What follows belongs to an exercise in optimizing a design on an open flow for small area, a short achievable clock period and few clock cycles per item; a production flow would make more cautious choices. RTL that was checked went through simulation tests only; none was proved equivalent to the original. For run 2, only the layout was checked, not whether the RTL still works. Power and IR drop assume default switching activity.

### flow/design.v
`default_nettype none
package execPkg;
	localparam int dataWidth = 32;
	localparam int shiftWidth = 5;  
	localparam int mulDigits = 4;
	localparam int mulBits = 2 * mulDigits;
	typedef logic [dataWidth-1:0] word_t;
	typedef enum logic [2:0] {
		opAdd = 3'd0,
		opSub = 3'd1,
		opAnd = 3'd2,
		opOr = 3'd3,
		opSll = 3'd4,
		opSra = 3'd5,
		opMul = 3'd6  
	} aluOp_t;
endpackage
`default_nettype wire
`default_nettype none
module aluUnit (
	input execPkg::word_t opA,
	input execPkg::word_t opB,
	input logic [2:0] op,
	output execPkg::word_t aluSum,  
	output execPkg::word_t aluCarry,  
	output logic aluCin,  
	output logic aluNeq,
	output logic aluLt
);
	localparam int W = execPkg::dataWidth;
	logic [execPkg::shiftWidth-1:0] shAmt;
	logic shLeft;
	execPkg::word_t shIn;
	execPkg::word_t shOut;
	logic shFill;
	execPkg::word_t shStage [execPkg::shiftWidth+1];
	execPkg::word_t shRev;
	execPkg::word_t axb;
	assign shAmt = opB[execPkg::shiftWidth-1:0];  
	assign shLeft = !op[0];
	always_comb begin
		for (int i = 0; i < W; i++) begin
			shIn[i] = shLeft ? opA[W-1-i] : opA[i];
		end
	end
	assign shFill = !shLeft && opA[W-1];
	assign shStage[0] = shIn;
	for (genvar i = 0; i < execPkg::shiftWidth; i++) begin : gShift
		assign shStage[i+1] = shAmt[i]
			? {{(2**i){shFill}}, shStage[i][W-1:2**i]}
			: shStage[i];
	end
	assign shOut = shStage[execPkg::shiftWidth];
	always_comb begin
		for (int i = 0; i < W; i++) begin
			shRev[i] = shLeft ? shOut[W-1-i] : shOut[i];
		end
	end
	assign axb = opA ^ opB;
	always_comb begin
		aluCarry = '0;
		aluCin = 1'b0;
		case (op)
			execPkg::opAdd: begin
				aluSum = opA;
				aluCarry = opB;
			end
			execPkg::opSub: begin
				aluSum = opA;  
				aluCarry = ~opB;
				aluCin = 1'b1;
			end
			execPkg::opAnd: aluSum = opA & opB;
			execPkg::opOr: aluSum = opA | opB;
			execPkg::opSll: aluSum = shRev;
			execPkg::opSra: aluSum = shRev;
			default: aluSum = '0;  
		endcase
	end
	assign aluNeq = |axb;
	assign aluLt = (opA[W-1] != opB[W-1]) ? opA[W-1] : (opA[W-2:0] < opB[W-2:0]);
endmodule
module addPrefix (
	input logic [31:0] a,
	input logic [31:0] b,
	input logic cin,
	output logic [31:0] sum
);
	logic [31:0] p;
	logic [31:0] g;
	assign p = a ^ b;
	assign g = a & b;
	logic g0c;
	assign g0c = g[0] | (p[0] & cin);
	logic G0_1;
	assign G0_1 = g[1] | (p[1] & g0c);
	logic G0_3;
	assign G0_3 = g[3] | (p[3] & g[2]);
	logic P0_3;
	assign P0_3 = p[3] & p[2];
	logic G0_5;
	assign G0_5 = g[5] | (p[5] & g[4]);
	logic P0_5;
	assign P0_5 = p[5] & p[4];
	logic G0_7;
	assign G0_7 = g[7] | (p[7] & g[6]);
	logic P0_7;
	assign P0_7 = p[7] & p[6];
	logic G0_9;
	assign G0_9 = g[9] | (p[9] & g[8]);
	logic P0_9;
	assign P0_9 = p[9] & p[8];
	logic G0_11;
	assign G0_11 = g[11] | (p[11] & g[10]);
	logic P0_11;
	assign P0_11 = p[11] & p[10];
	logic G0_13;
	assign G0_13 = g[13] | (p[13] & g[12]);
	logic P0_13;
	assign P0_13 = p[13] & p[12];
	logic G0_15;
	assign G0_15 = g[15] | (p[15] & g[14]);
	logic P0_15;
	assign P0_15 = p[15] & p[14];
	logic G0_17;
	assign G0_17 = g[17] | (p[17] & g[16]);
	logic P0_17;
	assign P0_17 = p[17] & p[16];
	logic G0_19;
	assign G0_19 = g[19] | (p[19] & g[18]);
	logic P0_19;
	assign P0_19 = p[19] & p[18];
	logic G0_21;
	assign G0_21 = g[21] | (p[21] & g[20]);
	logic P0_21;
	assign P0_21 = p[21] & p[20];
	logic G0_23;
	assign G0_23 = g[23] | (p[23] & g[22]);
	logic P0_23;
	assign P0_23 = p[23] & p[22];
	logic G0_25;
	assign G0_25 = g[25] | (p[25] & g[24]);
	logic P0_25;
	assign P0_25 = p[25] & p[24];
	logic G0_27;
	assign G0_27 = g[27] | (p[27] & g[26]);
	logic P0_27;
	assign P0_27 = p[27] & p[26];
	logic G0_29;
	assign G0_29 = g[29] | (p[29] & g[28]);
	logic P0_29;
	assign P0_29 = p[29] & p[28];
	logic G0_31;
	assign G0_31 = g[31] | (p[31] & g[30]);
	logic P0_31;
	assign P0_31 = p[31] & p[30];
	logic G1_2;
	assign G1_2 = g[2] | (p[2] & G0_1);
	logic G1_3;
	assign G1_3 = G0_3 | (P0_3 & G0_1);
	logic G1_6;
	assign G1_6 = g[6] | (p[6] & G0_5);
	logic P1_6;
	assign P1_6 = p[6] & P0_5;
	logic G1_7;
	assign G1_7 = G0_7 | (P0_7 & G0_5);
	logic P1_7;
	assign P1_7 = P0_7 & P0_5;
	logic G1_10;
	assign G1_10 = g[10] | (p[10] & G0_9);
	logic P1_10;
	assign P1_10 = p[10] & P0_9;
	logic G1_11;
	assign G1_11 = G0_11 | (P0_11 & G0_9);
	logic P1_11;
	assign P1_11 = P0_11 & P0_9;
	logic G1_14;
	assign G1_14 = g[14] | (p[14] & G0_13);
	logic P1_14;
	assign P1_14 = p[14] & P0_13;
	logic G1_15;
	assign G1_15 = G0_15 | (P0_15 & G0_13);
	logic P1_15;
	assign P1_15 = P0_15 & P0_13;
	logic G1_18;
	assign G1_18 = g[18] | (p[18] & G0_17);
	logic P1_18;
	assign P1_18 = p[18] & P0_17;
	logic G1_19;
	assign G1_19 = G0_19 | (P0_19 & G0_17);
	logic P1_19;
	assign P1_19 = P0_19 & P0_17;
	logic G1_22;
	assign G1_22 = g[22] | (p[22] & G0_21);
	logic P1_22;
	assign P1_22 = p[22] & P0_21;
	logic G1_23;
	assign G1_23 = G0_23 | (P0_23 & G0_21);
	logic P1_23;
	assign P1_23 = P0_23 & P0_21;
	logic G1_26;
	assign G1_26 = g[26] | (p[26] & G0_25);
	logic P1_26;
	assign P1_26 = p[26] & P0_25;
	logic G1_27;
	assign G1_27 = G0_27 | (P0_27 & G0_25);
	logic P1_27;
	assign P1_27 = P0_27 & P0_25;
	logic G1_30;
	assign G1_30 = g[30] | (p[30] & G0_29);
	logic P1_30;
	assign P1_30 = p[30] & P0_29;
	logic G1_31;
	assign G1_31 = G0_31 | (P0_31 & G0_29);
	logic P1_31;
	assign P1_31 = P0_31 & P0_29;
	logic G2_4;
	assign G2_4 = g[4] | (p[4] & G1_3);
	logic G2_5;
	assign G2_5 = G0_5 | (P0_5 & G1_3);
	logic G2_6;
	assign G2_6 = G1_6 | (P1_6 & G1_3);
	logic G2_7;
	assign G2_7 = G1_7 | (P1_7 & G1_3);
	logic G2_12;
	assign G2_12 = g[12] | (p[12] & G1_11);
	logic P2_12;
	assign P2_12 = p[12] & P1_11;
	logic G2_13;
	assign G2_13 = G0_13 | (P0_13 & G1_11);
	logic P2_13;
	assign P2_13 = P0_13 & P1_11;
	logic G2_14;
	assign G2_14 = G1_14 | (P1_14 & G1_11);
	logic P2_14;
	assign P2_14 = P1_14 & P1_11;
	logic G2_15;
	assign G2_15 = G1_15 | (P1_15 & G1_11);
	logic P2_15;
	assign P2_15 = P1_15 & P1_11;
	logic G2_20;
	assign G2_20 = g[20] | (p[20] & G1_19);
	logic P2_20;
	assign P2_20 = p[20] & P1_19;
	logic G2_21;
	assign G2_21 = G0_21 | (P0_21 & G1_19);
	logic P2_21;
	assign P2_21 = P0_21 & P1_19;
	logic G2_22;
	assign G2_22 = G1_22 | (P1_22 & G1_19);
	logic P2_22;
	assign P2_22 = P1_22 & P1_19;
	logic G2_23;
	assign G2_23 = G1_23 | (P1_23 & G1_19);
	logic P2_23;
	assign P2_23 = P1_23 & P1_19;
	logic G2_28;
	assign G2_28 = g[28] | (p[28] & G1_27);
	logic P2_28;
	assign P2_28 = p[28] & P1_27;
	logic G2_29;
	assign G2_29 = G0_29 | (P0_29 & G1_27);
	logic P2_29;
	assign P2_29 = P0_29 & P1_27;
	logic G2_30;
	assign G2_30 = G1_30 | (P1_30 & G1_27);
	logic P2_30;
	assign P2_30 = P1_30 & P1_27;
	logic G2_31;
	assign G2_31 = G1_31 | (P1_31 & G1_27);
	logic P2_31;
	assign P2_31 = P1_31 & P1_27;
	logic G3_8;
	assign G3_8 = g[8] | (p[8] & G2_7);
	logic G3_9;
	assign G3_9 = G0_9 | (P0_9 & G2_7);
	logic G3_10;
	assign G3_10 = G1_10 | (P1_10 & G2_7);
	logic G3_11;
	assign G3_11 = G1_11 | (P1_11 & G2_7);
	logic G3_12;
	assign G3_12 = G2_12 | (P2_12 & G2_7);
	logic G3_13;
	assign G3_13 = G2_13 | (P2_13 & G2_7);
	logic G3_14;
	assign G3_14 = G2_14 | (P2_14 & G2_7);
	logic G3_15;
	assign G3_15 = G2_15 | (P2_15 & G2_7);
	logic G3_24;
	assign G3_24 = g[24] | (p[24] & G2_23);
	logic P3_24;
	assign P3_24 = p[24] & P2_23;
	logic G3_25;
	assign G3_25 = G0_25 | (P0_25 & G2_23);
	logic P3_25;
	assign P3_25 = P0_25 & P2_23;
	logic G3_26;
	assign G3_26 = G1_26 | (P1_26 & G2_23);
	logic P3_26;
	assign P3_26 = P1_26 & P2_23;
	logic G3_27;
	assign G3_27 = G1_27 | (P1_27 & G2_23);
	logic P3_27;
	assign P3_27 = P1_27 & P2_23;
	logic G3_28;
	assign G3_28 = G2_28 | (P2_28 & G2_23);
	logic P3_28;
	assign P3_28 = P2_28 & P2_23;
	logic G3_29;
	assign G3_29 = G2_29 | (P2_29 & G2_23);
	logic P3_29;
	assign P3_29 = P2_29 & P2_23;
	logic G3_30;
	assign G3_30 = G2_30 | (P2_30 & G2_23);
	logic P3_30;
	assign P3_30 = P2_30 & P2_23;
	logic G3_31;
	assign G3_31 = G2_31 | (P2_31 & G2_23);
	logic P3_31;
	assign P3_31 = P2_31 & P2_23;
	logic G4_16;
	assign G4_16 = g[16] | (p[16] & G3_15);
	logic G4_17;
	assign G4_17 = G0_17 | (P0_17 & G3_15);
	logic G4_18;
	assign G4_18 = G1_18 | (P1_18 & G3_15);
	logic G4_19;
	assign G4_19 = G1_19 | (P1_19 & G3_15);
	logic G4_20;
	assign G4_20 = G2_20 | (P2_20 & G3_15);
	logic G4_21;
	assign G4_21 = G2_21 | (P2_21 & G3_15);
	logic G4_22;
	assign G4_22 = G2_22 | (P2_22 & G3_15);
	logic G4_23;
	assign G4_23 = G2_23 | (P2_23 & G3_15);
	logic G4_24;
	assign G4_24 = G3_24 | (P3_24 & G3_15);
	logic G4_25;
	assign G4_25 = G3_25 | (P3_25 & G3_15);
	logic G4_26;
	assign G4_26 = G3_26 | (P3_26 & G3_15);
	logic G4_27;
	assign G4_27 = G3_27 | (P3_27 & G3_15);
	logic G4_28;
	assign G4_28 = G3_28 | (P3_28 & G3_15);
	logic G4_29;
	assign G4_29 = G3_29 | (P3_29 & G3_15);
	logic G4_30;
	assign G4_30 = G3_30 | (P3_30 & G3_15);
	logic G4_31;
	assign G4_31 = G3_31 | (P3_31 & G3_15);
	logic [31:0] c;
	assign c = {G4_30, G4_29, G4_28, G4_27, G4_26, G4_25, G4_24, G4_23, G4_22, G4_21, G4_20, G4_19, G4_18, G4_17, G4_16, G3_15, G3_14, G3_13, G3_12, G3_11, G3_10, G3_9, G3_8, G2_7, G2_6, G2_5, G2_4, G1_3, G1_2, G0_1, g0c, cin};
	assign sum = p ^ c;
endmodule
`default_nettype wire
`default_nettype none
module mulUnit (
	input execPkg::word_t mcand,  
	input logic [execPkg::mulDigits-1:0] digOne,  
	input logic [execPkg::mulDigits-1:0] digTwo,
	input logic [execPkg::mulDigits-1:0] digNeg,
	input execPkg::word_t accSum,  
	input execPkg::word_t accCarry,
	output execPkg::word_t nextSum,
	output execPkg::word_t nextCarry
);
	boothStep tree (
		.mc(mcand),
		.one(digOne),
		.two(digTwo),
		.neg(digNeg),
		.s(accSum),
		.c(accCarry),
		.os(nextSum),
		.oc(nextCarry)
	);
endmodule
module boothStep (
	input logic [31:0] mc,  
	input logic [3:0] one,  
	input logic [3:0] two,  
	input logic [3:0] neg,  
	input logic [31:0] s,
	input logic [31:0] c,
	output logic [31:0] os,
	output logic [31:0] oc
);
	logic one0, two0, neg0;
	logic [31:0] pp0;
	logic one1, two1, neg1;
	logic [31:2] pp1;
	logic one2, two2, neg2;
	logic [31:4] pp2;
	logic one3, two3, neg3;
	logic [31:6] pp3;
	logic fs1;
	logic fc2;
	logic fs3;
	logic fc4;
	logic fs5;
	logic fc6;
	logic fs7;
	logic fc8;
	logic fs9;
	logic fc10;
	logic fs11;
	logic fc12;
	logic fs13;
	logic fc14;
	logic fs15;
	logic fc16;
	logic fs17;
	logic fc18;
	logic fs19;
	logic fc20;
	logic fs21;
	logic fc22;
	logic fs23;
	logic fc24;
	logic fs25;
	logic fc26;
	logic fs27;
	logic fc28;
	logic fs29;
	logic fc30;
	logic fs31;
	logic fc32;
	logic fs33;
	logic fc34;
	logic fs35;
	logic fc36;
	logic fs37;
	logic fc38;
	logic fs39;
	logic fc40;
	logic fs41;
	logic fc42;
	logic fs43;
	logic fc44;
	logic fs45;
	logic fc46;
	logic fs47;
	logic fc48;
	logic fs49;
	logic fc50;
	logic fs51;
	logic fc52;
	logic fs53;
	logic fc54;
	logic fs55;
	logic fc56;
	logic fs57;
	logic fc58;
	logic fs59;
	logic fc60;
	logic fs61;
	logic fc62;
	logic fs63;
	logic fc64;
	logic fs65;
	logic fc66;
	logic fs67;
	logic fc68;
	logic fs69;
	logic fc70;
	logic fs71;
	logic fc72;
	logic fs73;
	logic fc74;
	logic fs75;
	logic fc76;
	logic fs77;
	logic fc78;
	logic fs79;
	logic fc80;
	logic fs81;
	logic fc82;
	logic fs83;
	logic fc84;
	logic fs85;
	logic fc86;
	logic fs87;
	logic fc88;
	logic fs89;
	logic fc90;
	logic fs91;
	logic fc92;
	logic fs93;
	logic fc94;
	logic fs95;
	logic fc96;
	logic fs97;
	logic fc98;
	logic fs99;
	logic fc100;
	logic fs101;
	logic fc102;
	logic fs103;
	logic fc104;
	logic fs105;
	logic fc106;
	logic fs107;
	logic fc108;
	logic fs109;
	logic fc110;
	logic fs111;
	logic fc112;
	logic fs113;
	logic fc114;
	logic fs115;
	logic fc116;
	logic fs117;
	logic fc118;
	logic fs119;
	logic fc120;
	logic fs121;
	logic fc122;
	logic fs123;
	logic fc124;
	logic fs125;
	logic fc126;
	logic fs127;
	logic fc128;
	logic fs129;
	logic fc130;
	logic fs131;
	logic fc132;
	logic fs133;
	logic fc134;
	logic fs135;
	logic fc136;
	logic fs137;
	logic fc138;
	logic fs139;
	logic fc140;
	logic fs141;
	logic fc142;
	logic fs143;
	logic fc144;
	logic fs145;
	logic fc146;
	logic fs147;
	logic fc148;
	logic fs149;
	logic fc150;
	logic fs151;
	logic fc152;
	logic fs153;
	logic fc154;
	logic fs155;
	logic fc156;
	logic fs157;
	logic fc158;
	logic fs159;
	logic fc160;
	logic fs161;
	logic fc162;
	logic fs163;
	logic fc164;
	logic fs165;
	logic fc166;
	logic fs167;
	logic fc168;
	logic fs169;
	logic fc170;
	logic fs171;
	logic fc172;
	logic fs173;
	logic fc174;
	logic fs175;
	logic fc176;
	logic fs177;
	logic fc178;
	logic fs179;
	logic fc180;
	logic fs181;
	logic fc182;
	logic fs183;
	logic fc184;
	logic fs185;
	logic fc186;
	logic fs187;
	logic fc188;
	logic fs189;
	logic fc190;
	logic fs191;
	logic fc192;
	logic fs193;
	logic fc194;
	logic fs195;
	logic fc196;
	logic fs197;
	logic fc198;
	logic fs199;
	logic fc200;
	logic fs201;
	logic fc202;
	logic fs203;
	logic fc204;
	logic fs205;
	logic fc206;
	logic fs207;
	logic fc208;
	logic fs209;
	logic fc210;
	logic fs211;
	logic fc212;
	logic fs213;
	logic fc214;
	logic fs215;
	logic fc216;
	logic fs217;
	logic fc218;
	logic fs219;
	logic fc220;
	logic fs221;
	logic fc222;
	logic fs223;
	logic fc224;
	logic fs225;
	logic fs226;
	logic fs227;
	logic fs228;
	assign one0 = one[0];
	assign two0 = two[0];
	assign neg0 = neg[0];
	assign pp0[0] = (one0 & mc[0]) ^ neg0;
	assign pp0[1] = ((one0 & mc[1]) | (two0 & mc[0])) ^ neg0;
	assign pp0[2] = ((one0 & mc[2]) | (two0 & mc[1])) ^ neg0;
	assign pp0[3] = ((one0 & mc[3]) | (two0 & mc[2])) ^ neg0;
	assign pp0[4] = ((one0 & mc[4]) | (two0 & mc[3])) ^ neg0;
	assign pp0[5] = ((one0 & mc[5]) | (two0 & mc[4])) ^ neg0;
	assign pp0[6] = ((one0 & mc[6]) | (two0 & mc[5])) ^ neg0;
	assign pp0[7] = ((one0 & mc[7]) | (two0 & mc[6])) ^ neg0;
	assign pp0[8] = ((one0 & mc[8]) | (two0 & mc[7])) ^ neg0;
	assign pp0[9] = ((one0 & mc[9]) | (two0 & mc[8])) ^ neg0;
	assign pp0[10] = ((one0 & mc[10]) | (two0 & mc[9])) ^ neg0;
	assign pp0[11] = ((one0 & mc[11]) | (two0 & mc[10])) ^ neg0;
	assign pp0[12] = ((one0 & mc[12]) | (two0 & mc[11])) ^ neg0;
	assign pp0[13] = ((one0 & mc[13]) | (two0 & mc[12])) ^ neg0;
	assign pp0[14] = ((one0 & mc[14]) | (two0 & mc[13])) ^ neg0;
	assign pp0[15] = ((one0 & mc[15]) | (two0 & mc[14])) ^ neg0;
	assign pp0[16] = ((one0 & mc[16]) | (two0 & mc[15])) ^ neg0;
	assign pp0[17] = ((one0 & mc[17]) | (two0 & mc[16])) ^ neg0;
	assign pp0[18] = ((one0 & mc[18]) | (two0 & mc[17])) ^ neg0;
	assign pp0[19] = ((one0 & mc[19]) | (two0 & mc[18])) ^ neg0;
	assign pp0[20] = ((one0 & mc[20]) | (two0 & mc[19])) ^ neg0;
	assign pp0[21] = ((one0 & mc[21]) | (two0 & mc[20])) ^ neg0;
	assign pp0[22] = ((one0 & mc[22]) | (two0 & mc[21])) ^ neg0;
	assign pp0[23] = ((one0 & mc[23]) | (two0 & mc[22])) ^ neg0;
	assign pp0[24] = ((one0 & mc[24]) | (two0 & mc[23])) ^ neg0;
	assign pp0[25] = ((one0 & mc[25]) | (two0 & mc[24])) ^ neg0;
	assign pp0[26] = ((one0 & mc[26]) | (two0 & mc[25])) ^ neg0;
	assign pp0[27] = ((one0 & mc[27]) | (two0 & mc[26])) ^ neg0;
	assign pp0[28] = ((one0 & mc[28]) | (two0 & mc[27])) ^ neg0;
	assign pp0[29] = ((one0 & mc[29]) | (two0 & mc[28])) ^ neg0;
	assign pp0[30] = ((one0 & mc[30]) | (two0 & mc[29])) ^ neg0;
	assign pp0[31] = ((one0 & mc[31]) | (two0 & mc[30])) ^ neg0;
	assign one1 = one[1];
	assign two1 = two[1];
	assign neg1 = neg[1];
	assign pp1[2] = (one1 & mc[0]) ^ neg1;
	assign pp1[3] = ((one1 & mc[1]) | (two1 & mc[0])) ^ neg1;
	assign pp1[4] = ((one1 & mc[2]) | (two1 & mc[1])) ^ neg1;
	assign pp1[5] = ((one1 & mc[3]) | (two1 & mc[2])) ^ neg1;
	assign pp1[6] = ((one1 & mc[4]) | (two1 & mc[3])) ^ neg1;
	assign pp1[7] = ((one1 & mc[5]) | (two1 & mc[4])) ^ neg1;
	assign pp1[8] = ((one1 & mc[6]) | (two1 & mc[5])) ^ neg1;
	assign pp1[9] = ((one1 & mc[7]) | (two1 & mc[6])) ^ neg1;
	assign pp1[10] = ((one1 & mc[8]) | (two1 & mc[7])) ^ neg1;
	assign pp1[11] = ((one1 & mc[9]) | (two1 & mc[8])) ^ neg1;
	assign pp1[12] = ((one1 & mc[10]) | (two1 & mc[9])) ^ neg1;
	assign pp1[13] = ((one1 & mc[11]) | (two1 & mc[10])) ^ neg1;
	assign pp1[14] = ((one1 & mc[12]) | (two1 & mc[11])) ^ neg1;
	assign pp1[15] = ((one1 & mc[13]) | (two1 & mc[12])) ^ neg1;
	assign pp1[16] = ((one1 & mc[14]) | (two1 & mc[13])) ^ neg1;
	assign pp1[17] = ((one1 & mc[15]) | (two1 & mc[14])) ^ neg1;
	assign pp1[18] = ((one1 & mc[16]) | (two1 & mc[15])) ^ neg1;
	assign pp1[19] = ((one1 & mc[17]) | (two1 & mc[16])) ^ neg1;
	assign pp1[20] = ((one1 & mc[18]) | (two1 & mc[17])) ^ neg1;
	assign pp1[21] = ((one1 & mc[19]) | (two1 & mc[18])) ^ neg1;
	assign pp1[22] = ((one1 & mc[20]) | (two1 & mc[19])) ^ neg1;
	assign pp1[23] = ((one1 & mc[21]) | (two1 & mc[20])) ^ neg1;
	assign pp1[24] = ((one1 & mc[22]) | (two1 & mc[21])) ^ neg1;
	assign pp1[25] = ((one1 & mc[23]) | (two1 & mc[22])) ^ neg1;
	assign pp1[26] = ((one1 & mc[24]) | (two1 & mc[23])) ^ neg1;
	assign pp1[27] = ((one1 & mc[25]) | (two1 & mc[24])) ^ neg1;
	assign pp1[28] = ((one1 & mc[26]) | (two1 & mc[25])) ^ neg1;
	assign pp1[29] = ((one1 & mc[27]) | (two1 & mc[26])) ^ neg1;
	assign pp1[30] = ((one1 & mc[28]) | (two1 & mc[27])) ^ neg1;
	assign pp1[31] = ((one1 & mc[29]) | (two1 & mc[28])) ^ neg1;
	assign one2 = one[2];
	assign two2 = two[2];
	assign neg2 = neg[2];
	assign pp2[4] = (one2 & mc[0]) ^ neg2;
	assign pp2[5] = ((one2 & mc[1]) | (two2 & mc[0])) ^ neg2;
	assign pp2[6] = ((one2 & mc[2]) | (two2 & mc[1])) ^ neg2;
	assign pp2[7] = ((one2 & mc[3]) | (two2 & mc[2])) ^ neg2;
	assign pp2[8] = ((one2 & mc[4]) | (two2 & mc[3])) ^ neg2;
	assign pp2[9] = ((one2 & mc[5]) | (two2 & mc[4])) ^ neg2;
	assign pp2[10] = ((one2 & mc[6]) | (two2 & mc[5])) ^ neg2;
	assign pp2[11] = ((one2 & mc[7]) | (two2 & mc[6])) ^ neg2;
	assign pp2[12] = ((one2 & mc[8]) | (two2 & mc[7])) ^ neg2;
	assign pp2[13] = ((one2 & mc[9]) | (two2 & mc[8])) ^ neg2;
	assign pp2[14] = ((one2 & mc[10]) | (two2 & mc[9])) ^ neg2;
	assign pp2[15] = ((one2 & mc[11]) | (two2 & mc[10])) ^ neg2;
	assign pp2[16] = ((one2 & mc[12]) | (two2 & mc[11])) ^ neg2;
	assign pp2[17] = ((one2 & mc[13]) | (two2 & mc[12])) ^ neg2;
	assign pp2[18] = ((one2 & mc[14]) | (two2 & mc[13])) ^ neg2;
	assign pp2[19] = ((one2 & mc[15]) | (two2 & mc[14])) ^ neg2;
	assign pp2[20] = ((one2 & mc[16]) | (two2 & mc[15])) ^ neg2;
	assign pp2[21] = ((one2 & mc[17]) | (two2 & mc[16])) ^ neg2;
	assign pp2[22] = ((one2 & mc[18]) | (two2 & mc[17])) ^ neg2;
	assign pp2[23] = ((one2 & mc[19]) | (two2 & mc[18])) ^ neg2;
	assign pp2[24] = ((one2 & mc[20]) | (two2 & mc[19])) ^ neg2;
	assign pp2[25] = ((one2 & mc[21]) | (two2 & mc[20])) ^ neg2;
	assign pp2[26] = ((one2 & mc[22]) | (two2 & mc[21])) ^ neg2;
	assign pp2[27] = ((one2 & mc[23]) | (two2 & mc[22])) ^ neg2;
	assign pp2[28] = ((one2 & mc[24]) | (two2 & mc[23])) ^ neg2;
	assign pp2[29] = ((one2 & mc[25]) | (two2 & mc[24])) ^ neg2;
	assign pp2[30] = ((one2 & mc[26]) | (two2 & mc[25])) ^ neg2;
	assign pp2[31] = ((one2 & mc[27]) | (two2 & mc[26])) ^ neg2;
	assign one3 = one[3];
	assign two3 = two[3];
	assign neg3 = neg[3];
	assign pp3[6] = (one3 & mc[0]) ^ neg3;
	assign pp3[7] = ((one3 & mc[1]) | (two3 & mc[0])) ^ neg3;
	assign pp3[8] = ((one3 & mc[2]) | (two3 & mc[1])) ^ neg3;
	assign pp3[9] = ((one3 & mc[3]) | (two3 & mc[2])) ^ neg3;
	assign pp3[10] = ((one3 & mc[4]) | (two3 & mc[3])) ^ neg3;
	assign pp3[11] = ((one3 & mc[5]) | (two3 & mc[4])) ^ neg3;
	assign pp3[12] = ((one3 & mc[6]) | (two3 & mc[5])) ^ neg3;
	assign pp3[13] = ((one3 & mc[7]) | (two3 & mc[6])) ^ neg3;
	assign pp3[14] = ((one3 & mc[8]) | (two3 & mc[7])) ^ neg3;
	assign pp3[15] = ((one3 & mc[9]) | (two3 & mc[8])) ^ neg3;
	assign pp3[16] = ((one3 & mc[10]) | (two3 & mc[9])) ^ neg3;
	assign pp3[17] = ((one3 & mc[11]) | (two3 & mc[10])) ^ neg3;
	assign pp3[18] = ((one3 & mc[12]) | (two3 & mc[11])) ^ neg3;
	assign pp3[19] = ((one3 & mc[13]) | (two3 & mc[12])) ^ neg3;
	assign pp3[20] = ((one3 & mc[14]) | (two3 & mc[13])) ^ neg3;
	assign pp3[21] = ((one3 & mc[15]) | (two3 & mc[14])) ^ neg3;
	assign pp3[22] = ((one3 & mc[16]) | (two3 & mc[15])) ^ neg3;
	assign pp3[23] = ((one3 & mc[17]) | (two3 & mc[16])) ^ neg3;
	assign pp3[24] = ((one3 & mc[18]) | (two3 & mc[17])) ^ neg3;
	assign pp3[25] = ((one3 & mc[19]) | (two3 & mc[18])) ^ neg3;
	assign pp3[26] = ((one3 & mc[20]) | (two3 & mc[19])) ^ neg3;
	assign pp3[27] = ((one3 & mc[21]) | (two3 & mc[20])) ^ neg3;
	assign pp3[28] = ((one3 & mc[22]) | (two3 & mc[21])) ^ neg3;
	assign pp3[29] = ((one3 & mc[23]) | (two3 & mc[22])) ^ neg3;
	assign pp3[30] = ((one3 & mc[24]) | (two3 & mc[23])) ^ neg3;
	assign pp3[31] = ((one3 & mc[25]) | (two3 & mc[24])) ^ neg3;
	assign fs1 = neg0 ^ s[0] ^ c[0];
	assign fc2 = (neg0 & s[0]) | (neg0 & c[0]) | (s[0] & c[0]);
	assign fs3 = s[1] ^ c[1] ^ fc2;
	assign fc4 = (s[1] & c[1]) | (s[1] & fc2) | (c[1] & fc2);
	assign fs5 = neg1 ^ s[2] ^ c[2];
	assign fc6 = (neg1 & s[2]) | (neg1 & c[2]) | (s[2] & c[2]);
	assign fs7 = pp0[2] ^ pp1[2] ^ fs5;
	assign fc8 = (pp0[2] & pp1[2]) | (pp0[2] & fs5) | (pp1[2] & fs5);
	assign fs9 = s[3] ^ c[3] ^ fc6;
	assign fc10 = (s[3] & c[3]) | (s[3] & fc6) | (c[3] & fc6);
	assign fs11 = pp0[3] ^ pp1[3] ^ fc8;
	assign fc12 = (pp0[3] & pp1[3]) | (pp0[3] & fc8) | (pp1[3] & fc8);
	assign fs13 = neg2 ^ s[4] ^ c[4];
	assign fc14 = (neg2 & s[4]) | (neg2 & c[4]) | (s[4] & c[4]);
	assign fs15 = pp0[4] ^ pp1[4] ^ pp2[4];
	assign fc16 = (pp0[4] & pp1[4]) | (pp0[4] & pp2[4]) | (pp1[4] & pp2[4]);
	assign fs17 = fs13 ^ fc10 ^ fs15;
	assign fc18 = (fs13 & fc10) | (fs13 & fs15) | (fc10 & fs15);
	assign fs19 = s[5] ^ c[5] ^ fc14;
	assign fc20 = (s[5] & c[5]) | (s[5] & fc14) | (c[5] & fc14);
	assign fs21 = pp0[5] ^ pp1[5] ^ pp2[5];
	assign fc22 = (pp0[5] & pp1[5]) | (pp0[5] & pp2[5]) | (pp1[5] & pp2[5]);
	assign fs23 = fc16 ^ fs19 ^ fs21;
	assign fc24 = (fc16 & fs19) | (fc16 & fs21) | (fs19 & fs21);
	assign fs25 = neg3 ^ s[6] ^ c[6];
	assign fc26 = (neg3 & s[6]) | (neg3 & c[6]) | (s[6] & c[6]);
	assign fs27 = pp0[6] ^ pp1[6] ^ pp2[6];
	assign fc28 = (pp0[6] & pp1[6]) | (pp0[6] & pp2[6]) | (pp1[6] & pp2[6]);
	assign fs29 = pp3[6] ^ fs25 ^ fc20;
	assign fc30 = (pp3[6] & fs25) | (pp3[6] & fc20) | (fs25 & fc20);
	assign fs31 = fc22 ^ fs27 ^ fs29;
	assign fc32 = (fc22 & fs27) | (fc22 & fs29) | (fs27 & fs29);
	assign fs33 = s[7] ^ c[7] ^ fc26;
	assign fc34 = (s[7] & c[7]) | (s[7] & fc26) | (c[7] & fc26);
	assign fs35 = pp0[7] ^ pp1[7] ^ pp2[7];
	assign fc36 = (pp0[7] & pp1[7]) | (pp0[7] & pp2[7]) | (pp1[7] & pp2[7]);
	assign fs37 = pp3[7] ^ fc28 ^ fs33;
	assign fc38 = (pp3[7] & fc28) | (pp3[7] & fs33) | (fc28 & fs33);
	assign fs39 = fs35 ^ fc30 ^ fs37;
	assign fc40 = (fs35 & fc30) | (fs35 & fs37) | (fc30 & fs37);
	assign fs41 = s[8] ^ c[8] ^ pp0[8];
	assign fc42 = (s[8] & c[8]) | (s[8] & pp0[8]) | (c[8] & pp0[8]);
	assign fs43 = pp1[8] ^ pp2[8] ^ pp3[8];
	assign fc44 = (pp1[8] & pp2[8]) | (pp1[8] & pp3[8]) | (pp2[8] & pp3[8]);
	assign fs45 = fc34 ^ fc36 ^ fs41;
	assign fc46 = (fc34 & fc36) | (fc34 & fs41) | (fc36 & fs41);
	assign fs47 = fs43 ^ fc38 ^ fs45;
	assign fc48 = (fs43 & fc38) | (fs43 & fs45) | (fc38 & fs45);
	assign fs49 = s[9] ^ c[9] ^ pp0[9];
	assign fc50 = (s[9] & c[9]) | (s[9] & pp0[9]) | (c[9] & pp0[9]);
	assign fs51 = pp1[9] ^ pp2[9] ^ pp3[9];
	assign fc52 = (pp1[9] & pp2[9]) | (pp1[9] & pp3[9]) | (pp2[9] & pp3[9]);
	assign fs53 = fc42 ^ fc44 ^ fs49;
	assign fc54 = (fc42 & fc44) | (fc42 & fs49) | (fc44 & fs49);
	assign fs55 = fs51 ^ fc46 ^ fs53;
	assign fc56 = (fs51 & fc46) | (fs51 & fs53) | (fc46 & fs53);
	assign fs57 = s[10] ^ c[10] ^ pp0[10];
	assign fc58 = (s[10] & c[10]) | (s[10] & pp0[10]) | (c[10] & pp0[10]);
	assign fs59 = pp1[10] ^ pp2[10] ^ pp3[10];
	assign fc60 = (pp1[10] & pp2[10]) | (pp1[10] & pp3[10]) | (pp2[10] & pp3[10]);
	assign fs61 = fc50 ^ fc52 ^ fs57;
	assign fc62 = (fc50 & fc52) | (fc50 & fs57) | (fc52 & fs57);
	assign fs63 = fs59 ^ fc54 ^ fs61;
	assign fc64 = (fs59 & fc54) | (fs59 & fs61) | (fc54 & fs61);
	assign fs65 = s[11] ^ c[11] ^ pp0[11];
	assign fc66 = (s[11] & c[11]) | (s[11] & pp0[11]) | (c[11] & pp0[11]);
	assign fs67 = pp1[11] ^ pp2[11] ^ pp3[11];
	assign fc68 = (pp1[11] & pp2[11]) | (pp1[11] & pp3[11]) | (pp2[11] & pp3[11]);
	assign fs69 = fc58 ^ fc60 ^ fs65;
	assign fc70 = (fc58 & fc60) | (fc58 & fs65) | (fc60 & fs65);
	assign fs71 = fs67 ^ fc62 ^ fs69;
	assign fc72 = (fs67 & fc62) | (fs67 & fs69) | (fc62 & fs69);
	assign fs73 = s[12] ^ c[12] ^ pp0[12];
	assign fc74 = (s[12] & c[12]) | (s[12] & pp0[12]) | (c[12] & pp0[12]);
	assign fs75 = pp1[12] ^ pp2[12] ^ pp3[12];
	assign fc76 = (pp1[12] & pp2[12]) | (pp1[12] & pp3[12]) | (pp2[12] & pp3[12]);
	assign fs77 = fc66 ^ fc68 ^ fs73;
	assign fc78 = (fc66 & fc68) | (fc66 & fs73) | (fc68 & fs73);
	assign fs79 = fs75 ^ fc70 ^ fs77;
	assign fc80 = (fs75 & fc70) | (fs75 & fs77) | (fc70 & fs77);
	assign fs81 = s[13] ^ c[13] ^ pp0[13];
	assign fc82 = (s[13] & c[13]) | (s[13] & pp0[13]) | (c[13] & pp0[13]);
	assign fs83 = pp1[13] ^ pp2[13] ^ pp3[13];
	assign fc84 = (pp1[13] & pp2[13]) | (pp1[13] & pp3[13]) | (pp2[13] & pp3[13]);
	assign fs85 = fc74 ^ fc76 ^ fs81;
	assign fc86 = (fc74 & fc76) | (fc74 & fs81) | (fc76 & fs81);
	assign fs87 = fs83 ^ fc78 ^ fs85;
	assign fc88 = (fs83 & fc78) | (fs83 & fs85) | (fc78 & fs85);
	assign fs89 = s[14] ^ c[14] ^ pp0[14];
	assign fc90 = (s[14] & c[14]) | (s[14] & pp0[14]) | (c[14] & pp0[14]);
	assign fs91 = pp1[14] ^ pp2[14] ^ pp3[14];
	assign fc92 = (pp1[14] & pp2[14]) | (pp1[14] & pp3[14]) | (pp2[14] & pp3[14]);
	assign fs93 = fc82 ^ fc84 ^ fs89;
	assign fc94 = (fc82 & fc84) | (fc82 & fs89) | (fc84 & fs89);
	assign fs95 = fs91 ^ fc86 ^ fs93;
	assign fc96 = (fs91 & fc86) | (fs91 & fs93) | (fc86 & fs93);
	assign fs97 = s[15] ^ c[15] ^ pp0[15];
	assign fc98 = (s[15] & c[15]) | (s[15] & pp0[15]) | (c[15] & pp0[15]);
	assign fs99 = pp1[15] ^ pp2[15] ^ pp3[15];
	assign fc100 = (pp1[15] & pp2[15]) | (pp1[15] & pp3[15]) | (pp2[15] & pp3[15]);
	assign fs101 = fc90 ^ fc92 ^ fs97;
	assign fc102 = (fc90 & fc92) | (fc90 & fs97) | (fc92 & fs97);
	assign fs103 = fs99 ^ fc94 ^ fs101;
	assign fc104 = (fs99 & fc94) | (fs99 & fs101) | (fc94 & fs101);
	assign fs105 = s[16] ^ c[16] ^ pp0[16];
	assign fc106 = (s[16] & c[16]) | (s[16] & pp0[16]) | (c[16] & pp0[16]);
	assign fs107 = pp1[16] ^ pp2[16] ^ pp3[16];
	assign fc108 = (pp1[16] & pp2[16]) | (pp1[16] & pp3[16]) | (pp2[16] & pp3[16]);
	assign fs109 = fc98 ^ fc100 ^ fs105;
	assign fc110 = (fc98 & fc100) | (fc98 & fs105) | (fc100 & fs105);
	assign fs111 = fs107 ^ fc102 ^ fs109;
	assign fc112 = (fs107 & fc102) | (fs107 & fs109) | (fc102 & fs109);
	assign fs113 = s[17] ^ c[17] ^ pp0[17];
	assign fc114 = (s[17] & c[17]) | (s[17] & pp0[17]) | (c[17] & pp0[17]);
	assign fs115 = pp1[17] ^ pp2[17] ^ pp3[17];
	assign fc116 = (pp1[17] & pp2[17]) | (pp1[17] & pp3[17]) | (pp2[17] & pp3[17]);
	assign fs117 = fc106 ^ fc108 ^ fs113;
	assign fc118 = (fc106 & fc108) | (fc106 & fs113) | (fc108 & fs113);
	assign fs119 = fs115 ^ fc110 ^ fs117;
	assign fc120 = (fs115 & fc110) | (fs115 & fs117) | (fc110 & fs117);
	assign fs121 = s[18] ^ c[18] ^ pp0[18];
	assign fc122 = (s[18] & c[18]) | (s[18] & pp0[18]) | (c[18] & pp0[18]);
	assign fs123 = pp1[18] ^ pp2[18] ^ pp3[18];
	assign fc124 = (pp1[18] & pp2[18]) | (pp1[18] & pp3[18]) | (pp2[18] & pp3[18]);
	assign fs125 = fc114 ^ fc116 ^ fs121;
	assign fc126 = (fc114 & fc116) | (fc114 & fs121) | (fc116 & fs121);
	assign fs127 = fs123 ^ fc118 ^ fs125;
	assign fc128 = (fs123 & fc118) | (fs123 & fs125) | (fc118 & fs125);
	assign fs129 = s[19] ^ c[19] ^ pp0[19];
	assign fc130 = (s[19] & c[19]) | (s[19] & pp0[19]) | (c[19] & pp0[19]);
	assign fs131 = pp1[19] ^ pp2[19] ^ pp3[19];
	assign fc132 = (pp1[19] & pp2[19]) | (pp1[19] & pp3[19]) | (pp2[19] & pp3[19]);
	assign fs133 = fc122 ^ fc124 ^ fs129;
	assign fc134 = (fc122 & fc124) | (fc122 & fs129) | (fc124 & fs129);
	assign fs135 = fs131 ^ fc126 ^ fs133;
	assign fc136 = (fs131 & fc126) | (fs131 & fs133) | (fc126 & fs133);
	assign fs137 = s[20] ^ c[20] ^ pp0[20];
	assign fc138 = (s[20] & c[20]) | (s[20] & pp0[20]) | (c[20] & pp0[20]);
	assign fs139 = pp1[20] ^ pp2[20] ^ pp3[20];
	assign fc140 = (pp1[20] & pp2[20]) | (pp1[20] & pp3[20]) | (pp2[20] & pp3[20]);
	assign fs141 = fc130 ^ fc132 ^ fs137;
	assign fc142 = (fc130 & fc132) | (fc130 & fs137) | (fc132 & fs137);
	assign fs143 = fs139 ^ fc134 ^ fs141;
	assign fc144 = (fs139 & fc134) | (fs139 & fs141) | (fc134 & fs141);
	assign fs145 = s[21] ^ c[21] ^ pp0[21];
	assign fc146 = (s[21] & c[21]) | (s[21] & pp0[21]) | (c[21] & pp0[21]);
	assign fs147 = pp1[21] ^ pp2[21] ^ pp3[21];
	assign fc148 = (pp1[21] & pp2[21]) | (pp1[21] & pp3[21]) | (pp2[21] & pp3[21]);
	assign fs149 = fc138 ^ fc140 ^ fs145;
	assign fc150 = (fc138 & fc140) | (fc138 & fs145) | (fc140 & fs145);
	assign fs151 = fs147 ^ fc142 ^ fs149;
	assign fc152 = (fs147 & fc142) | (fs147 & fs149) | (fc142 & fs149);
	assign fs153 = s[22] ^ c[22] ^ pp0[22];
	assign fc154 = (s[22] & c[22]) | (s[22] & pp0[22]) | (c[22] & pp0[22]);
	assign fs155 = pp1[22] ^ pp2[22] ^ pp3[22];
	assign fc156 = (pp1[22] & pp2[22]) | (pp1[22] & pp3[22]) | (pp2[22] & pp3[22]);
	assign fs157 = fc146 ^ fc148 ^ fs153;
	assign fc158 = (fc146 & fc148) | (fc146 & fs153) | (fc148 & fs153);
	assign fs159 = fs155 ^ fc150 ^ fs157;
	assign fc160 = (fs155 & fc150) | (fs155 & fs157) | (fc150 & fs157);
	assign fs161 = s[23] ^ c[23] ^ pp0[23];
	assign fc162 = (s[23] & c[23]) | (s[23] & pp0[23]) | (c[23] & pp0[23]);
	assign fs163 = pp1[23] ^ pp2[23] ^ pp3[23];
	assign fc164 = (pp1[23] & pp2[23]) | (pp1[23] & pp3[23]) | (pp2[23] & pp3[23]);
	assign fs165 = fc154 ^ fc156 ^ fs161;
	assign fc166 = (fc154 & fc156) | (fc154 & fs161) | (fc156 & fs161);
	assign fs167 = fs163 ^ fc158 ^ fs165;
	assign fc168 = (fs163 & fc158) | (fs163 & fs165) | (fc158 & fs165);
	assign fs169 = s[24] ^ c[24] ^ pp0[24];
	assign fc170 = (s[24] & c[24]) | (s[24] & pp0[24]) | (c[24] & pp0[24]);
	assign fs171 = pp1[24] ^ pp2[24] ^ pp3[24];
	assign fc172 = (pp1[24] & pp2[24]) | (pp1[24] & pp3[24]) | (pp2[24] & pp3[24]);
	assign fs173 = fc162 ^ fc164 ^ fs169;
	assign fc174 = (fc162 & fc164) | (fc162 & fs169) | (fc164 & fs169);
	assign fs175 = fs171 ^ fc166 ^ fs173;
	assign fc176 = (fs171 & fc166) | (fs171 & fs173) | (fc166 & fs173);
	assign fs177 = s[25] ^ c[25] ^ pp0[25];
	assign fc178 = (s[25] & c[25]) | (s[25] & pp0[25]) | (c[25] & pp0[25]);
	assign fs179 = pp1[25] ^ pp2[25] ^ pp3[25];
	assign fc180 = (pp1[25] & pp2[25]) | (pp1[25] & pp3[25]) | (pp2[25] & pp3[25]);
	assign fs181 = fc170 ^ fc172 ^ fs177;
	assign fc182 = (fc170 & fc172) | (fc170 & fs177) | (fc172 & fs177);
	assign fs183 = fs179 ^ fc174 ^ fs181;
	assign fc184 = (fs179 & fc174) | (fs179 & fs181) | (fc174 & fs181);
	assign fs185 = s[26] ^ c[26] ^ pp0[26];
	assign fc186 = (s[26] & c[26]) | (s[26] & pp0[26]) | (c[26] & pp0[26]);
	assign fs187 = pp1[26] ^ pp2[26] ^ pp3[26];
	assign fc188 = (pp1[26] & pp2[26]) | (pp1[26] & pp3[26]) | (pp2[26] & pp3[26]);
	assign fs189 = fc178 ^ fc180 ^ fs185;
	assign fc190 = (fc178 & fc180) | (fc178 & fs185) | (fc180 & fs185);
	assign fs191 = fs187 ^ fc182 ^ fs189;
	assign fc192 = (fs187 & fc182) | (fs187 & fs189) | (fc182 & fs189);
	assign fs193 = s[27] ^ c[27] ^ pp0[27];
	assign fc194 = (s[27] & c[27]) | (s[27] & pp0[27]) | (c[27] & pp0[27]);
	assign fs195 = pp1[27] ^ pp2[27] ^ pp3[27];
	assign fc196 = (pp1[27] & pp2[27]) | (pp1[27] & pp3[27]) | (pp2[27] & pp3[27]);
	assign fs197 = fc186 ^ fc188 ^ fs193;
	assign fc198 = (fc186 & fc188) | (fc186 & fs193) | (fc188 & fs193);
	assign fs199 = fs195 ^ fc190 ^ fs197;
	assign fc200 = (fs195 & fc190) | (fs195 & fs197) | (fc190 & fs197);
	assign fs201 = s[28] ^ c[28] ^ pp0[28];
	assign fc202 = (s[28] & c[28]) | (s[28] & pp0[28]) | (c[28] & pp0[28]);
	assign fs203 = pp1[28] ^ pp2[28] ^ pp3[28];
	assign fc204 = (pp1[28] & pp2[28]) | (pp1[28] & pp3[28]) | (pp2[28] & pp3[28]);
	assign fs205 = fc194 ^ fc196 ^ fs201;
	assign fc206 = (fc194 & fc196) | (fc194 & fs201) | (fc196 & fs201);
	assign fs207 = fs203 ^ fc198 ^ fs205;
	assign fc208 = (fs203 & fc198) | (fs203 & fs205) | (fc198 & fs205);
	assign fs209 = s[29] ^ c[29] ^ pp0[29];
	assign fc210 = (s[29] & c[29]) | (s[29] & pp0[29]) | (c[29] & pp0[29]);
	assign fs211 = pp1[29] ^ pp2[29] ^ pp3[29];
	assign fc212 = (pp1[29] & pp2[29]) | (pp1[29] & pp3[29]) | (pp2[29] & pp3[29]);
	assign fs213 = fc202 ^ fc204 ^ fs209;
	assign fc214 = (fc202 & fc204) | (fc202 & fs209) | (fc204 & fs209);
	assign fs215 = fs211 ^ fc206 ^ fs213;
	assign fc216 = (fs211 & fc206) | (fs211 & fs213) | (fc206 & fs213);
	assign fs217 = s[30] ^ c[30] ^ pp0[30];
	assign fc218 = (s[30] & c[30]) | (s[30] & pp0[30]) | (c[30] & pp0[30]);
	assign fs219 = pp1[30] ^ pp2[30] ^ pp3[30];
	assign fc220 = (pp1[30] & pp2[30]) | (pp1[30] & pp3[30]) | (pp2[30] & pp3[30]);
	assign fs221 = fc210 ^ fc212 ^ fs217;
	assign fc222 = (fc210 & fc212) | (fc210 & fs217) | (fc212 & fs217);
	assign fs223 = fs219 ^ fc214 ^ fs221;
	assign fc224 = (fs219 & fc214) | (fs219 & fs221) | (fc214 & fs221);
	assign fs225 = s[31] ^ c[31] ^ pp0[31];
	assign fs226 = pp1[31] ^ pp2[31] ^ pp3[31];
	assign fs227 = fc218 ^ fc220 ^ fs225;
	assign fs228 = fs226 ^ fc222 ^ fs227;
	assign os = {fc224, fc216, fc208, fc200, fc192, fc184, fc176, fc168, fc160, fc152, fc144, fc136, fc128, fc120, fc112, fc104, fc96, fc88, fc80, fc72, fc64, fc56, fc48, fc40, fc32, fc24, fc18, fc12, fs9, fc4, pp0[1], pp0[0]};
	assign oc = {fs228, fs223, fs215, fs207, fs199, fs191, fs183, fs175, fs167, fs159, fs151, fs143, fs135, fs127, fs119, fs111, fs103, fs95, fs87, fs79, fs71, fs63, fs55, fs47, fs39, fs31, fs23, fs17, fs11, fs7, fs3, fs1};
endmodule
`default_nettype wire
`default_nettype none
module execControl (
	input logic clk,
	input logic rst,
	input logic start,
	input logic [2:0] op,
	input execPkg::word_t opA,
	input execPkg::word_t opB,
	output execPkg::word_t latA,
	output execPkg::word_t latB,
	output logic [2:0] latOp,
	output logic [execPkg::mulDigits-1:0] digOne,  
	output logic [execPkg::mulDigits-1:0] digTwo,
	output logic [execPkg::mulDigits-1:0] digNeg,
	input execPkg::word_t aluSum,
	input execPkg::word_t aluCarry,
	input logic aluCin,
	input logic aluNeq,
	input logic aluLt,
	input execPkg::word_t nextSum,
	input execPkg::word_t nextCarry,
	output execPkg::word_t accSum,
	output execPkg::word_t accCarry,
	output logic firstStep,
	output execPkg::word_t result,
	output logic neq,
	output logic lt,
	output logic done,
	output logic busy
);
	localparam int W = execPkg::dataWidth;
	localparam int NB = execPkg::mulBits;
	localparam int D = execPkg::mulDigits;
	logic accept;
	logic valid;  
	logic last;  
	logic nextLast;
	logic stepping;  
	logic shift;  
	logic shiftQ;
	logic mulAccept;
	logic nextStepping;
	logic rowsDone;  
	logic accCin;
	logic rowNeq;  
	logic rowLt;
	execPkg::word_t sum;
	logic [NB:0] digBits;  
	logic [D-1:0] nextOne;
	logic [D-1:0] nextTwo;
	logic [D-1:0] nextNeg;
	assign shift = shiftQ;
	assign busy = shiftQ;
	assign accept = start && !busy && (op != 3'd7);  
	assign mulAccept = accept && (op == execPkg::opMul);
	assign nextStepping = mulAccept || shift;
	always_ff @(posedge clk) begin
		if (rst) begin
			valid <= 1'b0;
			firstStep <= 1'b0;
			stepping <= 1'b0;
			shiftQ <= 1'b0;
			rowsDone <= 1'b0;
			done <= 1'b0;
		end else begin
			valid <= accept;
			firstStep <= mulAccept;
			stepping <= nextStepping;
			shiftQ <= nextStepping && !nextLast;
			rowsDone <= (valid && !firstStep) || (stepping && last);
			done <= rowsDone;
		end
	end
	always_ff @(posedge clk) begin
		if (shift) begin
			latA <= latA << NB;
			latB <= {{NB{latB[W-1]}}, latB[W-1:NB]};  
		end else begin
			latA <= opA;
			latB <= opB;
			latOp <= op;
		end
	end
	assign digBits = shift ? latB[2*NB-1:NB-1] : {opB[NB-1:0], 1'b0};
	assign nextLast = shift ? (latB[W-1:2*NB-1] == {(W-2*NB+1){latB[W-1]}})
		: (opB[W-1:NB-1] == {(W-NB+1){opB[W-1]}});
	always_comb begin
		for (int j = 0; j < D; j++) begin
			nextOne[j] = digBits[2*j+1] ^ digBits[2*j];
			nextTwo[j] = (digBits[2*j+2] && !digBits[2*j+1] && !digBits[2*j])
				|| (!digBits[2*j+2] && digBits[2*j+1] && digBits[2*j]);
			nextNeg[j] = digBits[2*j+2];
		end
	end
	always_ff @(posedge clk) begin
		digOne <= nextOne;
		digTwo <= nextTwo;
		digNeg <= nextNeg;
		last <= nextLast;
	end
	always_ff @(posedge clk) begin
		if (stepping) begin
			accSum <= nextSum;
			accCarry <= nextCarry;
			accCin <= 1'b0;
		end else begin
			accSum <= aluSum;
			accCarry <= aluCarry;
			accCin <= aluCin;
		end
		if (valid) begin
			rowNeq <= aluNeq;
			rowLt <= aluLt;
		end
		result <= sum;
		neq <= rowNeq;
		lt <= rowLt;
	end
	addPrefix adder (
		.a(accSum),
		.b(accCarry),
		.cin(accCin),
		.sum(sum)
	);
endmodule
`default_nettype wire
`default_nettype none
module execTop (
	input logic clk,
	input logic rst,
	input logic start,
	input logic [2:0] op,  
	input logic [31:0] opA,
	input logic [31:0] opB,
	output logic [31:0] result,
	output logic neq,
	output logic lt,
	output logic done,
	output logic busy
);
	execPkg::word_t latA;
	execPkg::word_t latB;
	logic [2:0] latOp;
	logic [execPkg::mulDigits-1:0] digOne;
	logic [execPkg::mulDigits-1:0] digTwo;
	logic [execPkg::mulDigits-1:0] digNeg;
	execPkg::word_t aluSum;
	execPkg::word_t aluCarry;
	logic aluCin;
	logic aluNeq;
	logic aluLt;
	execPkg::word_t nextSum;
	execPkg::word_t nextCarry;
	execPkg::word_t accSum;
	execPkg::word_t accCarry;
	logic firstStep;
	execControl control (
		.clk(clk),
		.rst(rst),
		.start(start),
		.op(op),
		.opA(opA),
		.opB(opB),
		.latA(latA),
		.latB(latB),
		.latOp(latOp),
		.digOne(digOne),
		.digTwo(digTwo),
		.digNeg(digNeg),
		.aluSum(aluSum),
		.aluCarry(aluCarry),
		.aluCin(aluCin),
		.aluNeq(aluNeq),
		.aluLt(aluLt),
		.nextSum(nextSum),
		.nextCarry(nextCarry),
		.accSum(accSum),
		.accCarry(accCarry),
		.firstStep(firstStep),
		.result(result),
		.neq(neq),
		.lt(lt),
		.done(done),
		.busy(busy)
	);
	aluUnit alu (
		.opA(latA),
		.opB(latB),
		.op(latOp),
		.aluSum(aluSum),
		.aluCarry(aluCarry),
		.aluCin(aluCin),
		.aluNeq(aluNeq),
		.aluLt(aluLt)
	);
	mulUnit mul (
		.mcand(latA),
		.digOne(digOne),
		.digTwo(digTwo),
		.digNeg(digNeg),
		.accSum(firstStep ? '0 : accSum),
		.accCarry(firstStep ? '0 : accCarry),
		.nextSum(nextSum),
		.nextCarry(nextCarry)
	);
endmodule
`default_nettype wire
### flow/config.mk
export PLATFORM = sky130hd
export DESIGN_NAME = execTop
export DESIGN_NICKNAME = execTop
export VERILOG_FILES = /design/flow/design.v
export SDC_FILE = /design/flow/constraint.sdc
export NUM_CORES = 4
export LEC_CHECK = 0
export ABC_AREA = 1
export CAP_MARGIN = 20
export CORE_MARGIN = 2
export CORE_UTILIZATION = 40
export CTS_CLUSTER_DIAMETER = 100
export CTS_CLUSTER_SIZE = 40
export SETUP_SLACK_MARGIN = 3.0
export SLEW_MARGIN = 20
### flow/constraint.sdc
create_clock -name core_clock -period 6.0 [get_ports {clk}]
set_input_delay 1.2000 -clock core_clock [delete_from_list [all_inputs] [get_ports {clk}]]
set_output_delay 1.2000 -clock core_clock [all_outputs]
set_load 0.01 [all_outputs]
### flow/run.sh
#!/bin/bash
# synth_recipe.tcl (not shown) runs the flow's synth.tcl, then flattens the netlist and writes it again
# the make line also repeats each setting of config.mk as NAME=value (left out here)
make -C /OpenROAD-flow-scripts/flow DESIGN_CONFIG=/design/flow/config.mk WORK_HOME=/design/flow/orfs CLKGATE_MAP_FILE= SYNTH_SCRIPT=/design/flow/synth_recipe.tcl finish
==> flow_summary.ini, run 1 <==
[finish]
layout_common_cells = nand2_1 (436), nand3_1 (280), inv_1 (197)
final_common_cell = nand2_1
seq_area_mm2 = 0.00376
multi_input_area_mm2 = 0.0116
fillCellCount = 4226
diodes = 0
area_growth_pct = 15.1
drive_gt1_frac = 0.0884
nNetsFinal = 2643

[floorplan]
die_h_um = 210
rows = 75
initial_core_util = 0.404
die_x_um = 210
core_area_mm2 = 0.0419
io_pins = 106
die-area_mm2 = 0.0439

[power]
p_leak_uw = 0.00908
power_density_mw_per_mm2 = 291
vdd_drop_max_uv = 241
totalPowerFinal_uw = 5650

[detailed_routing]
route.met3.wl_um = 6220
via_per_inst = 5.81
wl_per_cell_um = 23.5
met2WireLength_um = 30200
top_layer_used = met5
ant_nets = 0
drt_iter0_markers = 1847
detail_route.wirelength.met1_um = 27700
firstDrtPassIters = 6
routed_wl_um = 67700
drc = 0
vias = 16700

[timing]
fin_crit_sh = 0.492
max_freq_mhz = 339
rsz0062_at_grt = true
setup_tns_ns = 0
layout_min_cycle_time_ns = 2.95
slew_headroom = 0.329
worst_pin_slew_ns = 1.01
finalSetupViolations = 0
fin_ws_ns = 3.05
maxSlewViolCount = 0
skew_ns = 0.0206
finalHoldViolations = 0

[logic_synthesis]
synth_seq_cells = 183
ys.flop_type = dfxtp_1
synth_fp_nets = 2582
avgSynthCellArea_um2 = 7.44
synth-edff-count = 6
yosysUniqueCellTypes = 54
ys_seq_area_frac = 0.220
syn_area_mm2 = 0.0169
async_flop_share = 0
synthCells = 2270
yosys_warnings = 3

[clocking]
clkLatencyLatePin_ns = 0.51
cts_tree = yes
numCtsBuffers = 17
cts-htree-levels = 4
cts_sinks = 183
clock_path_buffers = 2
root_buffer = clkbuf_16
clk_pin_slew_ns = 0.08

[placed_design]
gp_congestion = 1.02
port_buffers = 105
dp_hpwl_um = 48500
post-place-ws_ns = 2.41

[global_route]
grt_usage = 0.310
grt_pass1_wl_um = 101000
antenna_found_initial = 1
grt_pass1_vias = 16100
grt_max_degree = 92
grt_remaining_overflow = 0

[flow_run]
cap_violations = 0

[setup_path]
reg2reg_slack_ns = 3.05
critPathLaunchType = flop
cp.required_ns = 6.40
r2r_cells = 7
cp.arrival_ns = 3.36
critical_path.endpoint_type = flop
crit_path_start = control.latA[28]$_DFF_P_
cp_max_fo = 6
r2r_end = control.accCarry[28]$_DFF_P_
criticalPathCategory = reg -> reg
cp-endpoint = control.accCarry[28]$_DFF_P_
regToRegStartpoint = control.latA[28]$_DFF_P_

[worst_hold_path]
min_path_type = reg -> reg

[status]
outcome = timing/DRC/antenna clean
[what timing repair did]
action,in CTS,in global routing
buffers inserted,27,22
pin swaps,1,1
cloned,2,1
endpoints found under the setup margin,57,54
gates resized for setup,49,41
hold buffers,0,0
[worst min-delay path by stage]
stage                          endpoint  depth (start not counted)                startpoint
global route        control.neq$_DFF_P_                          0  control.rowNeq$_DFFE_PP_
CTS                 control.neq$_DFF_P_                          0  control.rowNeq$_DFFE_PP_
floorplan            control.lt$_DFF_P_                          0   control.rowLt$_DFFE_PP_
global placement    control.neq$_DFF_P_                          0  control.rowNeq$_DFFE_PP_
detailed placement  control.neq$_DFF_P_                          0  control.rowNeq$_DFFE_PP_
finish              control.neq$_DFF_P_                          0  control.rowNeq$_DFFE_PP_
[cells in the mapped netlist, drive strengths merged, types with 13 or more instances]
library cell / number / area [µm²]
o21ai: 113 / 588
dfxtp: 177 / 3540
clkinv: 17 / 63.8
nand2: 453 / 1740
nand4: 13 / 81.3
o22a: 29 / 254
xor2: 135 / 1200
nor2: 145 / 547
o22ai: 133 / 832
a21oi: 80 / 415
inv: 221 / 837
ha: 124 / 1550
clkbuf: 77 / 289
fa: 118 / 2360
nand3: 285 / 1450
buf: 63 / 355
[critical path: stages (launching register included)]
cell and delay, ns:
dfxtp_1 0.54, inv_1 0.22, o22ai_1 0.22, xor2_1 0.25, fa_1 0.48, fa_1 0.51, fa_1 0.42, o22a_1 0.20
[power breakdown]
group / internal, µW / leakage, µW / switching (µW) / total (µW)
clock network: 616 / 0.000265 / 546 / 1160
registers: 1420 / 0.00154 / 160 / 1580
logic: 1220 / 0.00727 / 1690 / 2910
total: 3260 / 0.00908 / 2400 / 5650
[through the flow]
step	hold slack [ns]	instances	utilization	instance area [µm²]
floorplan	0.323	2270	-	16900
global placement	0.334	2799	0.434	18200
detailed placement	0.335	2799	0.434	18200
CTS	0.352	2857	0.457	19100
global route	0.358	2880	0.465	19400
finish	0.351	2880	0.465	19400
[cells by family after synthesis]
group | synth area share
simple gates | 0.238
compound gates | 0.143
buf+inv | 0.0915
fa+ha+maj | 0.232
flops | 0.220
xor+xnor | 0.0761
[registers in the layout (all words and copies together) (netlist names), 3 cells and up]
signal	flops
control.digOne	4
control.latB	29
control.result	32
control.digTwo	4
control.latOp	3
control.accSum	32
control.latA	32
control.digNeg	3
control.accCarry	32
[layer usage]
metal,GRT usage,up-vias
li1,-,7633
met1,0.412,8011
met2,0.482,910
met3,0.0625,184
met4,0.152,4
met5,0.0111,-
[final cells by class]
cell class	count	area share
flip-flops and latches	183	0.194
multi-input cells	1709	0.599
clock inverters	8	0.00528
inverters	238	0.0520
repair buffers	181	0.0918
well taps	539	0.0347
clock buffers	21	0.0232
repair inverters	1	0.000386
Testbench counts, summed over its fixed seeds: cycles 15,655, ops 12,000.
==> run 2: changes to the inputs <==
--- a/flow/design.v
+++ b/flow/design.v
@@ -33,6 +33,4 @@
 	execPkg::word_t shIn;
 	execPkg::word_t shOut;
-	logic shFill;
-	execPkg::word_t shStage [execPkg::shiftWidth+1];
 	execPkg::word_t shRev;
 	execPkg::word_t axb;
@@ -44,12 +42,5 @@
 		end
 	end
-	assign shFill = !shLeft && opA[W-1];
-	assign shStage[0] = shIn;
-	for (genvar i = 0; i < execPkg::shiftWidth; i++) begin : gShift
-		assign shStage[i+1] = shAmt[i]
-			? {{(2**i){shFill}}, shStage[i][W-1:2**i]}
-			: shStage[i];
-	end
-	assign shOut = shStage[execPkg::shiftWidth];
+	assign shOut = execPkg::word_t'($signed({!shLeft && opA[W-1], shIn}) >>> shAmt);
 	always_comb begin
 		for (int i = 0; i < W; i++) begin
@@ -79,5 +70,5 @@
 	end
 	assign aluNeq = |axb;
-	assign aluLt = (opA[W-1] != opB[W-1]) ? opA[W-1] : (opA[W-2:0] < opB[W-2:0]);
+	assign aluLt = ($signed(opA) < $signed(opB));
 endmodule
 module addPrefix (
@@ -1060,5 +1051,5 @@
 		if (shift) begin
 			latA <= latA << NB;
-			latB <= {{NB{latB[W-1]}}, latB[W-1:NB]};  
+			latB <= execPkg::word_t'($signed(latB) >>> NB);
 		end else begin
 			latA <= opA;
--- a/flow/config.mk
+++ b/flow/config.mk
@@ -10,6 +10,3 @@
 export CORE_MARGIN = 2
 export CORE_UTILIZATION = 40
-export CTS_CLUSTER_DIAMETER = 100
-export CTS_CLUSTER_SIZE = 40
-export SETUP_SLACK_MARGIN = 3.0
 export SLEW_MARGIN = 20
==> flow_summary.ini, run 2 <==
[clocking]
clock_path_buffers = 2
clkLatencyLatePin_ns = 0.48
post_cts_buffers = 0
numCtsBuffers = 17
cts.repair.resized = 0
cts-htree-levels = 4
cts_tree = yes
clk_pin_slew_ns = 0.09
hold_buffers = 0
root_buffer = clkbuf_16
cts_sinks = 183

[finish]
diodes = 0
drive_gt1_frac = 0.0421
layout_common_cells = nand2_1 (469), nand3_1 (294), inv_1 (215)
post-route-cell-area_mm2 = 0.0187
area_growth_pct = 11.0
nNetsFinal = 2605
final_common_cell = nand2_1

[power]
p_leak_uw = 0.00889
power_density_mw_per_mm2 = 301
vdd_drop_max_uv = 232

[detailed_routing]
vias = 16300
drc = 0
ant_nets = 0
via_per_inst = 5.72
routed_wl_um = 64200
firstDrtPassIters = 6
drt_iter0_markers = 1935
wl_per_cell_um = 22.6

[timing]
layout_min_cycle_time_ns = 3.69
rsz0062_at_grt = false
max_freq_mhz = 271
slew_headroom = 0.245
skew_ns = 0.0148
finalSetupViolations = 0
setup_tns_ns = 0
fin_crit_sh = 0.615
worst_pin_slew_ns = 1.13
holdWs_ns = 0.360
maxSlewViolCount = 0
finalHoldViolations = 0

[flow_run]
cap_violations = 0

[global_route]
grt_usage = 0.295
grt_pass1_vias = 15800
grt_remaining_overflow = 0
antenna_found_initial = 0
grt_max_degree = 69
grt_pass1_wl_um = 97400

[logic_synthesis]
avgSynthCellArea_um2 = 7.38
yosysMostFrequentCell = nand2_1
yosysTopAreaCell = dfxtp_1
syn_area_mm2 = 0.0169
ys_seq_area_frac = 0.221
yosys_warnings = 2
synth_seq_cells = 183
netlist_top_cells_area = dfxtp_1 (21%), fa_1 (14%), nand2_1 (10%)
yosysUniqueCellTypes = 49
synth-edff-count = 6
ys.flop_type = dfxtp_1
synth_top_cell_area_share = 0.210
async_flop_share = 0
synth_common_cells = nand2_1 (470), nand3_1 (294), inv_1 (218)
synthCells = 2288
synth_fp_nets = 2601

[setup_path]
regToRegStartpoint = control.digTwo[0]$_DFF_P_
cp.arrival_ns = 4.07
cp.required_ns = 6.38
cp_max_fo = 31
critical_path.endpoint_type = flop
crit_path_start = control.digTwo[0]$_DFF_P_
critPathLaunchType = flop
criticalPathCategory = reg -> reg

[floorplan]
core_area_mm2 = 0.0418
rows = 75
initial_core_util = 0.404
io_pins = 106
die-area_mm2 = 0.0439
die_h_um = 209
die_x_um = 209

[worst_hold_path]
min_path_type = reg -> reg
min_from = control.rowNeq$_DFFE_PP_

[placed_design]
dpl-instance-area_mm2 = 0.0181
port_buffers = 105
dp_hpwl_um = 47700
gp_congestion = 0.955

[status]
outcome = timing/DRC/antenna clean
[run 2: power breakdown]
| part | leakage, µW | switching (µW) | internal, µW | total [µW] |
|---|---|---|---|---|
| Combinational | 0.00706 | 1680 | 1190 | 2870 |
| Clock | 0.000291 | 587 | 581 | 1170 |
| Sequential | 0.00154 | 172 | 1430 | 1600 |
[run 2: path summary, 6_finish.rpt]
path / to / slack [ns] / cells after the start
setup / recovery: control.accCarry[31]$_DFF_P_ / 2.31 / 12
hold / removal: control.neq$_DFF_P_ / 0.36 / 0
setup reg to reg: control.accCarry[31]$_DFF_P_ / 2.31 / 12
hold reg to reg: control.neq$_DFF_P_ / 0.36 / 0
[run 2: through the flow]
| step | utilization | cells | setup slack (ns) | total power [µW] |
|---|---|---|---|---|
| finish | 0.449 | 2843 | 2.31 | 5640 |
| global route | 0.449 | 2843 | 2.12 | 6090 |
| CTS | 0.449 | 2842 | 2.58 | 5640 |
| detailed placement | 0.434 | 2811 | 2.59 | 4440 |
| global placement | 0.434 | 2811 | 2.59 | 4380 |
| floorplan | - | 2288 | 3.05 | 3520 |
[run 2: layout make-up]
cell class	count	area, µm²
Multi-Input combinational cell	1720	11600
Tap cell	539	674
Fill cell	4201	23000
Timing Repair Buffer	127	1220
Sequential cell	183	3730
Clock inverter	13	148
Inverter	243	921
Clock buffer	18	450
[run 2: logic make-up after synthesis]
group                      Yosys count  share of synthesized area
adders and majority gates          243                      0.233
AOI/OAI and AO/OA                  384                      0.139
DFF                                183                      0.221
xor gates and xnor gates           137                     0.0711
buffers and inverters              385                     0.0927
and+or+nand+nor                    956                      0.245
[run 2: layer usage]
metal,vias up,GRT usage,part of all wire
li1,7570,-,-
met1,7689,0.409,0.44
met2,883,0.437,0.42
met3,121,0.0655,0.094
met4,0,0.140,0.047
met5,-,0,0
[run 2: critical path, cell delays in order (launching register included)]
cell	delay [ns]
dfxtp_1	0.32
clkinv_1	0.84
o22ai_1	0.43
xor2_1	0.23
fa_1	0.47
fa_1	0.39
xor2_1	0.18
xor2_1	0.17
or2_2	0.31
nand2_1	0.07
nand2_1	0.05
nand3_1	0.07
nand2_1	0.05

separate check: timing with driven ports:
No port has a modelled driver above. Below, the same layouts with a new extraction and two added sets of constraints.
Step 1: set_driving_cell puts a clkbuf_16 on clk and a buf_2 on each other input, an assumption about the parent block.
Step 2 times the ports against the registers' clock, not the clock port: input delays grow and output delays shrink by t, the midpoint of the rising clock arrivals with the driver on.
Three values: ideal ports, drivers, drivers and shift; two values: the first two.
| run | t (ns) | setup slack, ns | worst slew at a driven data input, ns |
|---|---|---|---|
| run 1 | 0.554 | 3.046 / 3.046 / 2.625 | 0.04 |
| run 2 | 0.523 | 2.308 / 2.308 / 2.308 | 0.04 |
After both steps setup and hold are still met in every run listed. The setup slack of run 1, which loses most, moves by 0.000 ns with the drivers and by -0.421 ns with both steps.
